Source: an optimization exercise on an open RTL-to-GDS flow (aim: small area, a short achievable clock period and few clock cycles per item). Production flows keep margins and buffers that such runs may drop. At most, simulation tests tie the RTL to the original design; equivalence was not proved.

==> flow/design.v (excerpt) <==
module seven_segment_mux_scanner (
  input  logic                         clk_i,
  input  logic                         rst_ni,
  input  logic                         item_valid_i,
  output logic                         item_ready_o,
  input  logic                         item_req_type_i,
  input  logic [ssms_pkg::NumberW-1:0] item_number_i,
  input  logic [ssms_pkg::PointW-1:0]  item_point_index_i,
  output logic                         res_valid_o,
  input  logic                         res_ready_i,
  output logic [ssms_pkg::SegW-1:0]    res_segment_levels_o,
  output logic [ssms_pkg::EnableW-1:0] res_digit_enable_levels_o,
  output logic [ssms_pkg::PosW-1:0]    res_active_position_o,
  input  logic                         psel,
  input  logic                         penable,
  input  logic                         pwrite,
  input  logic [ssms_pkg::AddrW-1:0]   paddr,
  input  logic [ssms_pkg::DataW-1:0]   pwdata,
  output logic [ssms_pkg::DataW-1:0]   prdata,
  output logic                         pready
);
For scale: roughly 2900 cells after synthesis, about 280 flip-flops, roughly 130 I/O pins, about 20000 um2 of cells after synthesis.
Settings: LEC_CHECK=0, ABC_AREA=1, CAP_MARGIN=20, CORE_MARGIN=2, CORE_UTILIZATION=40, CTS_BUF_LIST=sky130_fd_sc_hd__clkbuf_16, CTS_CLUSTER_DIAMETER=100, CTS_CLUSTER_SIZE=20, PLACE_DENSITY=0.6, SETUP_SLACK_MARGIN=2.0, SLEW_MARGIN=20; clock period 4.5 ns.
standard.sh (not shown) runs the stock make flow with config.mk's settings and CLKGATE_MAP_FILE= SYNTH_SCRIPT=/design/flow/synth_recipe.tcl, a recipe that flattens the netlist after the stock synthesis.
==> flow/flow/run.sh <==
#!/bin/bash
# Layout flow: the standard flow (standard.sh) with two changes:
#  - ports are buffered with the cell named in flow/port_buffer.txt (when present)
#    instead of the cell the resizer picks by default; every port still gets a buffer;
#  - when flow/abc_map.script is present, the combinational logic of the standard
#    synthesis is re-mapped with that ABC script (same Yosys script otherwise). The
#    registers (names, count, cell types) are compared with the standard synthesis;
#    if they differ in any way the standard netlist is used unchanged.
# Each tool's output goes to a log file of its own in this folder.
set -uo pipefail
HERE=$(pwd)
RES=$HERE/orfs/results/$FLOW_PLATFORM/seven_segment_mux_scanner/base
EXTRA=()
if [[ -f flow/port_buffer.txt ]]; then
  EXTRA+=("BUFFER_PORTS_ARGS=-buffer_cell $(tr -d ' \n' < flow/port_buffer.txt)")
fi

bash standard.sh "${EXTRA[@]}" synth > $HERE/log_standard_synth.txt 2>&1 || exit 1
cp $RES/1_2_yosys.v $HERE/standard_1_2_yosys.v

# 2. the same synthesis with the ABC script replaced
if [[ -f flow/abc_map.script ]]; then
  MAKELINE=$(grep '^make ' standard.sh)
  {
    echo 'proc abc {args} {'
    echo '  set i [lsearch -exact $args -script]'
    echo "  if {\$i >= 0} { lset args [expr {\$i + 1}] $HERE/flow/abc_map.script }"
    echo '  yosys abc {*}$args'
    echo '}'
    cat synth_recipe.tcl
  } > $HERE/my_synth.tcl
  MYLINE=$(echo "$MAKELINE" | sed -e "s#WORK_HOME=[^ ]*#WORK_HOME=$HERE/orfs_my#" -e "s#SYNTH_SCRIPT=[^ ]*#SYNTH_SCRIPT=$HERE/my_synth.tcl#" -e 's#"\${@:-finish}"#synth#')
  eval "$MYLINE" > $HERE/log_my_synth.txt 2>&1
  MYRES=$HERE/orfs_my/results/$FLOW_PLATFORM/seven_segment_mux_scanner/base
  regs() { grep -E '^\s*sky130_fd_sc_hd__(df|edf|sdf|dl)[a-z0-9_]*\s' "$1" | awk '{print $1, $2}' | sed -E 's/_[0-9]+ / /' | sort; }
  if [[ -f $MYRES/1_2_yosys.v ]] && diff <(regs $HERE/standard_1_2_yosys.v) <(regs $MYRES/1_2_yosys.v) > $HERE/log_reg_diff.txt \
     && [[ $(regs $HERE/standard_1_2_yosys.v | wc -l) -gt 0 ]]; then
    echo "registers match; using the re-mapped netlist" > $HERE/log_choice.txt
    cp $MYRES/1_2_yosys.v $RES/1_2_yosys.v
    rm -f $RES/1_synth.odb $RES/1_synth.sdc
  else
    echo "registers differ; using the standard netlist" > $HERE/log_choice.txt
  fi
fi

# 3. the rest of the standard flow
bash standard.sh "${EXTRA[@]}" finish > $HERE/log_standard_finish.txt 2>&1
==> flow/flow/port_buffer.txt <==
sky130_fd_sc_hd__buf_1
Testbench counts at the start, summed over its fixed seeds: cycles 9,792, items 9,600.
Then changed:
--- a/flow/design.v
+++ b/flow/design.v
@@ -27,20 +27,21 @@
   input  logic [ssms_pkg::DataW-1:0]   pwdata,
   output logic [ssms_pkg::DataW-1:0]   prdata,
   output logic                         pready
 );
   logic [3:0] num_digits_q;
   logic       seg_act_high_q;
   logic       en_act_high_q;
   logic       scan_en_q;
   logic [2:0]      pos_q;
   logic [2:0]      nxt_q;
+  logic [7:0]      nxt_oh_q;
   logic [7:0][3:0] digit_q;
   logic [3:0]      point_q;
   logic [7:0]      held_q;
   logic [7:0]      en_q;
   logic            lit_q;
   logic            res_valid_q;
   logic       adv_w;
   logic       cfg_wr_w;
   logic [1:0] cfg_idx_w;
   logic [3:0] rd_w;
@@ -692,36 +693,47 @@
   assign conv_w[6] = {c31_6_2, c31_6_1, c31_6_0, c31_5_3};
   assign conv_w[7] = {c31_7_2, c31_7_1, c31_7_0, c31_6_3};
   always_comb begin
     n_w = num_digits_q;
     if (num_digits_q == 4'd0) n_w = 4'd1;
     else if (num_digits_q > 4'd8) n_w = 4'd8;
   end
   function automatic logic [2:0] next_slot(logic [2:0] p, logic [3:0] n);
     next_slot = (({1'b0, p} + 4'd1) >= n) ? 3'd0 : p + 3'd1;
   endfunction
+  function automatic logic [7:0] next_oh(logic [7:0] p, logic [3:0] n);
+    logic wrap;
+    wrap = 1'b0;
+    for (int i = 0; i < 8; i++) begin
+      if (4'(i) + 4'd1 >= n) wrap = wrap | p[i];
+    end
+    next_oh = wrap ? 8'd1 : {p[6:0], 1'b0};
+  endfunction
   always_comb begin
-    dig_w = digit_q[nxt_q];
+    dig_w = '0;
+    for (int i = 0; i < 8; i++) begin
+      if (nxt_oh_q[i]) dig_w = dig_w | digit_q[i];
+    end
     case (dig_w)
       4'd0:   pat_w = 8'h3F;
       4'd1:   pat_w = 8'h06;
       4'd2:   pat_w = 8'h5B;
       4'd3:   pat_w = 8'h4F;
       4'd4:   pat_w = 8'h66;
       4'd5:   pat_w = 8'h6D;
       4'd6:   pat_w = 8'h7D;
       4'd7:   pat_w = 8'h07;
       4'd8:   pat_w = 8'h7F;
       4'd9:   pat_w = 8'h6F;
       default: pat_w = 8'h00;
     endcase
-    pat_w[7] = !point_q[3] && (point_q[2:0] == nxt_q);
+    pat_w[7] = !point_q[3] && nxt_oh_q[point_q[2:0]];
   end
   always_comb begin
     pos_d   = pos_q;
     digit_d = digit_q;
     point_d = point_q;
     held_d  = held_q;
     lit_d   = lit_q;
     en_d    = en_q;
     if (commit_w) begin
       if (wr5_q) begin
@@ -740,28 +752,30 @@
       en_d     = en_act_high_q ? onehot_w : ~onehot_w;
     end else begin
       onehot_w = '0;
     end
     if (cfg_wr_w && (cfg_idx_w == 2'd3) && !pwdata[0]) lit_d = 1'b0;
   end
   always_ff @(posedge clk_i or negedge rst_ni) begin
     if (!rst_ni) begin
       pos_q       <= '0;
       nxt_q       <= 3'd1;
+      nxt_oh_q    <= 8'd2;
       point_q     <= 4'hF;
       held_q      <= '0;
       lit_q       <= 1'b0;
       digit_q     <= '0;
       res_valid_q <= 1'b0;
     end else begin
       pos_q   <= pos_d;
       nxt_q   <= tick_w ? next_slot(nxt_q, n_w) : next_slot(pos_q, n_w);
+      nxt_oh_q <= tick_w ? next_oh(nxt_oh_q, n_w) : next_oh(8'd1 << pos_q, n_w);
       point_q <= point_d;
       held_q  <= held_d;
       lit_q   <= lit_d;
       digit_q <= digit_d;
       if (adv_w) res_valid_q <= v5_q;
     end
   end
   always_ff @(posedge clk_i) begin
     en_q <= en_d;
   end
Result:
- utilization came out lower by 0.57 points
- non-clock buffer count drops by 4
- via count climbs by a few percent
- flip-flop and latch count rises by 8
- hold slack is better by 0.0038 ns
- final cell count rose slightly
- cell area is about the same
- worst setup slack got worse by 0.054 ns
The RTL of the second run of this note was laid out without a check of its function.

Another version of the RTL of seven_segment_mux_scanner (not shown whole).
Size: roughly 2900 cells after synthesis, ~280 flip-flops, roughly 130 I/O pins, ~20000 sq um of cells after synthesis.
// seven_segment_mux_scanner
module seven_segment_mux_scanner (
  input  logic                         clk_i,
  input  logic                         rst_ni,
  input  logic                         item_valid_i,
  output logic                         item_ready_o,
  input  logic                         item_req_type_i,
  input  logic [ssms_pkg::NumberW-1:0] item_number_i,
  input  logic [ssms_pkg::PointW-1:0]  item_point_index_i,
  output logic                         res_valid_o,
  input  logic                         res_ready_i,
  output logic [ssms_pkg::SegW-1:0]    res_segment_levels_o,
  output logic [ssms_pkg::EnableW-1:0] res_digit_enable_levels_o,
  output logic [ssms_pkg::PosW-1:0]    res_active_position_o,
  input  logic                         psel,
  input  logic                         penable,
  input  logic                         pwrite,
  input  logic [ssms_pkg::AddrW-1:0]   paddr,
  input  logic [ssms_pkg::DataW-1:0]   pwdata,
  output logic [ssms_pkg::DataW-1:0]   prdata,
  output logic                         pready
);
clock: 4.5 ns
lec_check: 0
abc_area: 1
cap_margin: 20
core_margin: 2
core_utilization: 40
cts_buf_list: sky130_fd_sc_hd__clkbuf_16
cts_cluster_diameter: 100
cts_cluster_size: 20
place_density: 0.6
setup_slack_margin: 2.2
slew_margin: 20
Scripts as last shown in full above: flow/flow/run.sh, flow/flow/port_buffer.txt
Testbench counts at the start, summed over its fixed seeds: cycles 9,792, items 9,600.
Change:
--- a/flow/design.v
+++ b/flow/design.v
@@ -731,22 +731,24 @@
         end
         point_d = pt5_q;
       end else if (scan_en_q) begin
         pos_d  = nxt_q;
         held_d = seg_act_high_q ? pat_w : ~pat_w;
         lit_d  = 1'b1;
       end else begin
         lit_d = 1'b0;
       end
+      onehot_w = lit_d ? (8'd1 << pos_d) : 8'd0;
+      en_d     = en_act_high_q ? onehot_w : ~onehot_w;
+    end else begin
+      onehot_w = '0;
     end
     if (cfg_wr_w && (cfg_idx_w == 2'd3) && !pwdata[0]) lit_d = 1'b0;
-    onehot_w = lit_d ? (8'd1 << pos_d) : 8'd0;
-    en_d     = en_act_high_q ? onehot_w : ~onehot_w;
   end
   always_ff @(posedge clk_i or negedge rst_ni) begin
     if (!rst_ni) begin
       pos_q       <= '0;
       nxt_q       <= 3'd1;
       point_q     <= 4'hF;
       held_q      <= '0;
       lit_q       <= 1'b0;
       digit_q     <= '0;
Outcome: Cell area came out higher by 1.3%. Routed wire length falls by 1.0%. Worst setup slack loses 0.025 ns. Global-route usage falls by 0.37 points. Area after synthesis rises by 1.5%. Synthesized cell count increases by 0.91%. Critical path depth stays the same. Count of clock-buffer cells in the layout went up by 2. Core utilization came out higher by 0.29 points. Hold slack stays flat. Die area rose by 1.5%. Maximum frequency drops by 1.1%.
Testbench counts after the change, summed over its fixed seeds: cycles 9,792, items 9,600.

## separate check: timing with driven ports
No port has a modelled driver above. Below, the same layouts with a new extraction and two added sets of constraints.
Step 1: set_driving_cell puts a clkbuf_16 on clk_i and a buf_2 on each other input, an assumption about the parent block.
Step 2 moves the port delays by t, midway between the first and last clock arrival at a register: inputs arrive t later, outputs are due t later. That takes back most of the time a late clock gives input paths.
Three values: ideal ports, drivers, drivers and shift; two values: the first two.
| run | t (ns) | setup WS [ns] | hold slack, ns | clock arrival spread, ns | cell pins on the clock port's net |
|---|---|---|---|---|---|
| the first run of note 1 | 0.576 | 2.104 / 2.079 / 1.558 | 0.418 / 0.418 / 0.418 | 0.026 / 0.026 | 1 |
| the second run of note 1 | 0.578 | 2.050 / 2.027 / 1.828 | 0.422 / 0.422 / 0.422 | 0.014 / 0.014 | 1 |
| the first run of note 2 | 0.581 | 2.229 / 2.208 / 1.802 | 0.414 / 0.404 / 0.414 | 0.031 / 0.031 | 1 |
| the second run of note 2 | 0.569 | 2.204 / 2.172 / 1.815 | 0.415 / 0.415 / 0.415 | 0.011 / 0.011 | 1 |
After both steps every run listed still meets setup and hold. The setup slack of the first run of note 1, which loses most, moves by -0.025 ns with the drivers and by -0.546 ns with both steps.
